This design comes from an exercise in tuning for small area on the open sky130 flow, not from production work.
At most, simulation tests tie the RTL to the original design; equivalence was not proved.

==> module data_fetcher, before the edit <==
module data_fetcher (
    input  logic                          clk,
    input  logic                          rst,
    input  logic                          start_i,
    input  logic                          step_i,
    input  logic [110:0]                  cfg_i,
    output logic [2:0]                    base_idx1_o,
    output logic [2:0]                    base_idx2_o,
    input  logic [15:0]                   base_data1_i,
    input  logic [15:0]                   base_data2_i,
    input  logic [8*8-1:0] fmap_rd1_i,
    input  logic [8*8-1:0] fmap_rd2_i,
    output logic [16:0]                   rd1_o,
    output logic [16:0]                   rd2_o,
    output logic [257:0]                  fifo_o,
    output logic                          matrix_done_o
);
    logic        input_mode;
    logic [15:0] ch_count;
    logic [3:0]  kw_count;
    logic [15:0] h_count;
    logic [15:0] w_count;
    logic [9:0]  k_count;
    logic [15:0] w_offset;
    logic [15:0] h_stride;
    logic [15:0] w_stride;
    assign {input_mode, ch_count, kw_count, h_count, w_count, k_count,
            w_offset, h_stride, w_stride} = cfg_i;
    logic        pend_q;     
    logic        act_q;      
    logic [2:0]  row_q;
    logic        hi_q;       
    logic [15:0] ch_q;       
    logic [3:0]  kw_q;
    logic [15:0] h_q;
    logic [15:0] w_q;
    logic [9:0]  k_q;
    logic c_last, q_last, h_last, w_last, k_last;
    logic group_last, ch_wrap, window_last, h_wrap, w_wrap, all_last;
    assign c_last = (ch_q == 16'd1);
    assign q_last = (kw_q == 4'd1);
    assign h_last = (h_q == 16'd1);
    assign w_last = (w_q == 16'd1);
    assign k_last = (k_q == 10'd1);
    assign group_last  = act_q & (row_q == 3'd7);
    assign ch_wrap     = group_last & c_last;
    assign window_last = ch_wrap & q_last;
    assign h_wrap      = window_last & h_last;
    assign w_wrap      = h_wrap & w_last;
    assign all_last    = w_wrap & k_last;
    assign matrix_done_o = act_q & (row_q == 3'd6) & c_last & q_last &
                           h_last & w_last & k_last;
    always_ff @(posedge clk) begin
        if (rst) begin
            pend_q <= 1'b0;
            act_q  <= 1'b0;
            row_q  <= 3'd0;
            hi_q   <= 1'b0;
        end else begin
            hi_q   <= input_mode & (row_q[0] ^ act_q);
            pend_q <= start_i | step_i;
            if (pend_q)
                act_q <= 1'b1;
            else if (window_last)
                act_q <= 1'b0;
            if (act_q)
                row_q <= row_q + 3'd1;
        end
    end
    logic [15:0] ch_dec;
    logic [3:0]  kw_dec;
    logic [15:0] h_dec;
    logic [15:0] w_dec;
    logic [9:0]  k_dec;
    assign ch_dec = ch_q - {15'd0, group_last};
    assign kw_dec = kw_q - {3'd0, ch_wrap};
    assign h_dec  = h_q  - {15'd0, window_last};
    assign w_dec  = w_q  - {15'd0, h_wrap};
    assign k_dec  = k_q  - {9'd0, w_wrap};
    always_ff @(posedge clk) begin
        ch_q <= (start_i | ch_wrap)     ? ch_count : ch_dec;
        kw_q <= (start_i | window_last) ? kw_count : kw_dec;
        h_q  <= (start_i | h_wrap)      ? h_count  : h_dec;
        w_q  <= (start_i | w_wrap)      ? w_count  : w_dec;
        k_q  <= (start_i | all_last)    ? k_count  : k_dec;
    end
    logic [15:0] kwb_q;
    logic [15:0] winb_q;
    logic [15:0] wacb_q;
    logic [15:0] bias;
    logic [15:0] add_a;
    logic [15:0] add_b;
    logic [15:0] add_s;
    logic        clr;
    assign bias = {ch_count[12:0] + 13'd1, 3'b000};
    assign clr  = start_i | w_wrap;
    always_comb begin
        if (window_last) begin
            add_a = h_last ? wacb_q : winb_q;
            add_b = h_last ? w_stride : h_stride;
        end else begin
            add_a = kwb_q;
            add_b = w_offset;
        end
    end
    assign add_s = add_a + add_b;
    always_ff @(posedge clk) begin
        if (clr) begin
            kwb_q  <= bias;
            winb_q <= bias;
            wacb_q <= bias;
        end else begin
            if (ch_wrap)
                kwb_q <= add_s;
            if (window_last)
                winb_q <= add_s;
            if (h_wrap)
                wacb_q <= add_s;
        end
    end
    logic        hi_word;    
    logic [12:0] ofs_hi;
    logic [15:0] row_ofs;
    logic [15:0] addr1;
    logic [15:0] addr2;
    assign hi_word     = hi_q;
    assign base_idx1_o = {row_q[2:1], row_q[0] & ~input_mode};
    assign base_idx2_o = {row_q[2:1], row_q[0] | input_mode};
    logic [13:0] ofs_cin;    
    assign ofs_cin = {kwb_q[15:3], 1'b1} + {~ch_q[12:0], hi_word};
    assign ofs_hi  = ofs_cin[13:1];
    assign row_ofs = {ofs_hi, kwb_q[2:0]};
    assign addr1   = base_data1_i + row_ofs;
    assign addr2   = base_data2_i + row_ofs;
    assign rd1_o = {act_q & (input_mode | ~addr1[15]), addr1};
    assign rd2_o = {act_q & (input_mode | addr2[15]), addr2};
    logic        v_q;        
    logic        odd_q;
    logic        sel_q;      
    logic [2:0]  lane1_q;
    logic [2:0]  lane2_q;
    logic        wen0_q;
    logic        wen1_q;
    logic [63:0] line1_q;
    logic [63:0] line2_q;
    always_ff @(posedge clk) begin
        if (rst) begin
            v_q    <= 1'b0;
            wen0_q <= 1'b0;
            wen1_q <= 1'b0;
        end else begin
            v_q    <= act_q;
            wen0_q <= v_q & (odd_q == input_mode);
            wen1_q <= v_q & odd_q;
        end
    end
    always_ff @(posedge clk) begin
        odd_q   <= row_q[0];
        sel_q   <= addr1[15];
        lane1_q <= input_mode ? addr1[2:0] : 3'd0;
        lane2_q <= input_mode ? addr2[2:0] : 3'd0;
    end
    function automatic logic [63:0] rot_bytes(input logic [63:0] word,
                                              input logic [2:0]  lane);
        logic [127:0] dbl;
        dbl = {word, word} >> {lane, 3'b000};
        rot_bytes = dbl[63:0];
    endfunction
    logic [63:0] rot1;
    logic [63:0] rot2;
    assign rot1 = rot_bytes(fmap_rd1_i, lane1_q);
    assign rot2 = rot_bytes(fmap_rd2_i, lane2_q);
    logic [7:0] x1_sel, r1_sel, h1_sel;
    logic [7:0] x2_sel, r2_sel, h2_sel;
    logic [63:0] line1_d;
    logic [63:0] line2_d;
    always_comb begin
        for (int j = 0; j < 8; j++) begin
            x1_sel[j] = ~input_mode & sel_q;
            h1_sel[j] = input_mode & odd_q & (4'(j) + {1'b0, lane1_q} < 4'd8);
            r1_sel[j] = ~x1_sel[j] & ~h1_sel[j];
            x2_sel[j] = ~input_mode & ~sel_q;
            h2_sel[j] = input_mode & odd_q & (4'(j) + {1'b0, lane2_q} < 4'd8);
            r2_sel[j] = ~x2_sel[j] & ~h2_sel[j];
            line1_d[j*8 +: 8] = ({8{x1_sel[j]}} & fmap_rd2_i[j*8 +: 8]) |
                                ({8{h1_sel[j]}} & line1_q[j*8 +: 8]) |
                                ({8{r1_sel[j]}} & rot1[j*8 +: 8]);
            line2_d[j*8 +: 8] = ({8{x2_sel[j]}} & fmap_rd1_i[j*8 +: 8]) |
                                ({8{h2_sel[j]}} & line2_q[j*8 +: 8]) |
                                ({8{r2_sel[j]}} & rot2[j*8 +: 8]);
        end
    end
    always_ff @(posedge clk) begin
        line1_q <= line1_d;
        line2_q <= line2_d;
    end
    assign fifo_o = {wen0_q, wen1_q, 64'd0, line1_q, 64'd0, line2_q};
endmodule
Settings: LEC_CHECK=0, CAP_MARGIN=0, CORE_MARGIN=2, CORE_UTILIZATION=60, SLEW_MARGIN=0; clock period 6.0 ns.
standard.sh (not shown) runs the stock make flow with config.mk's settings and CLKGATE_MAP_FILE= SYNTH_SCRIPT=/design/flow/synth_recipe.tcl, a recipe that flattens the netlist after the stock synthesis.
==> flow/flow/run.sh <==
#!/bin/bash
# The standard layout (standard.sh), with three changes:
#  - synthesis maps the logic with an area-oriented ABC script (registers untouched),
#  - the port buffers use the smallest buffer cell,
#  - the clock tree uses small clusters of clkbuf_4/clkbuf_8 and no dummy loads.
set -euo pipefail
here=$(pwd)
rm -rf "$here/orfs_scripts"
cp -r "$FLOW_HOME/scripts" "$here/orfs_scripts"
printf '%s\n' '&get -n' '&st' '&dc2' '&syn2' '&dch -f' '&put' 'amap -m' \
  'topo' 'stime -c' 'buffer -c' 'upsize -c' 'dnsize -c' > "$here/orfs_scripts/abc_speed.script"
export SCRIPTS_DIR="$here/orfs_scripts"
export BUFFER_PORTS_ARGS="-buffer_cell sky130_fd_sc_hd__buf_1"
export CTS_ARGS="-sink_clustering_enable -repair_clock_nets -dont_use_dummy_load -buf_list {sky130_fd_sc_hd__clkbuf_4 sky130_fd_sc_hd__clkbuf_8} -sink_clustering_size 16 -sink_clustering_max_diameter 60"
bash standard.sh > standard_flow.log 2>&1
The starting point completed with no timing, DRC or antenna violations.
Next try:
--- a/flow/design.v
+++ b/flow/design.v
@@ -129,40 +129,35 @@
         k_q  <= (start_i | all_last)    ? k_count  : k_dec;
     end
     logic [15:0] kwb_q;
     logic [15:0] winb_q;
     logic [15:0] wacb_q;
-    logic [15:0] bias;
     logic [15:0] add_a;
     logic [15:0] add_b;
     logic [15:0] add_s;
     logic        clr;
-    assign bias = {ch_count[12:0] + 13'd1, 3'b000};
-    assign clr  = start_i | w_wrap;
+    assign clr = start_i | w_wrap;
     always_comb begin
-        if (window_last) begin
+        if (clr) begin
+            add_a = {ch_count[12:0], 3'b000};
+            add_b = 16'd8;
+        end else if (window_last) begin
             add_a = h_last ? wacb_q : winb_q;
             add_b = h_last ? w_stride : h_stride;
         end else begin
             add_a = kwb_q;
             add_b = w_offset;
         end
     end
     assign add_s = add_a + add_b;
     always_ff @(posedge clk) begin
-        if (clr) begin
-            kwb_q  <= bias;
-            winb_q <= bias;
-            wacb_q <= bias;
-        end else begin
-            if (ch_wrap)
-                kwb_q <= add_s;
-            if (window_last)
-                winb_q <= add_s;
-            if (h_wrap)
-                wacb_q <= add_s;
-        end
+        if (clr || ch_wrap)
+            kwb_q <= add_s;
+        if (clr || window_last)
+            winb_q <= add_s;
+        if (clr || h_wrap)
+            wacb_q <= add_s;
     end
     logic        hi_word;    
     logic [12:0] ofs_hi;
     logic [15:0] row_ofs;
     logic [15:0] addr1;
@@ -177,11 +172,11 @@
     assign addr1   = base_data1_i + row_ofs;
     assign addr2   = base_data2_i + row_ofs;
     assign rd1_o = {act_q & (input_mode | ~addr1[15]), addr1};
     assign rd2_o = {act_q & (input_mode | addr2[15]), addr2};
     logic        v_q;        
-    logic        odd_q;
+    logic        odd_q;      
     logic        sel_q;      
     logic [2:0]  lane1_q;
     logic [2:0]  lane2_q;
     logic        wen0_q;
     logic        wen1_q;
@@ -196,12 +191,12 @@
             v_q    <= act_q;
             wen0_q <= v_q & (odd_q == input_mode);
             wen1_q <= v_q & odd_q;
         end
     end
-    always_ff @(posedge clk) begin
-        odd_q   <= row_q[0];
+    assign odd_q = ~row_q[0];
+    always_ff @(posedge clk) begin
         sel_q   <= addr1[15];
         lane1_q <= input_mode ? addr1[2:0] : 3'd0;
         lane2_q <= input_mode ? addr2[2:0] : 3'd0;
     end
     function automatic logic [63:0] rot_bytes(input logic [63:0] word,
Result: The changed run reached the layout checks and failed them: setup timing. Non-clock buffer count increases by 10. Setup slack degrades by 0.21 ns. Cell count fell by 5.5%. Cell area goes down by 1.7%. Routed wire length went up by 1.1%. Die area falls by 2.7%. Synthesized cell count shrinks by 6.3%. Synthesized area came out lower by 2.8%.
For the second run of this note, only the layout was checked, not whether the RTL still works.

## separate check: timing with driven ports
No port has a modelled driver above. Below, the same layouts with a new extraction and two added sets of constraints.
Step 1: set_driving_cell puts a clkbuf_16 on clk and a buf_2 on each other input, an assumption about the parent block.
Step 2 adds t to the input delays and takes it off the output delays; t is the mean of the earliest and latest rising clock arrival at the registers after step 1. Input paths then give back, and output paths get back, about the clock's delay inside the block.
a / b / c = ideal ports / drivers / drivers and shift; a / b = the first two.
run | t (ns) | setup WS [ns] | clock arrival spread, ns | slew at the worst register clock pin (ns) | pins driven straight from the clock port
the first run | 0.623 | 0.178 / 0.125 / 0.293 | 0.087 / 0.087 | 0.11 / 0.11 | 1
the second run | 0.621 | -0.036 / -0.087 / 0.183 | 0.073 / 0.073 | 0.11 / 0.11 | 1
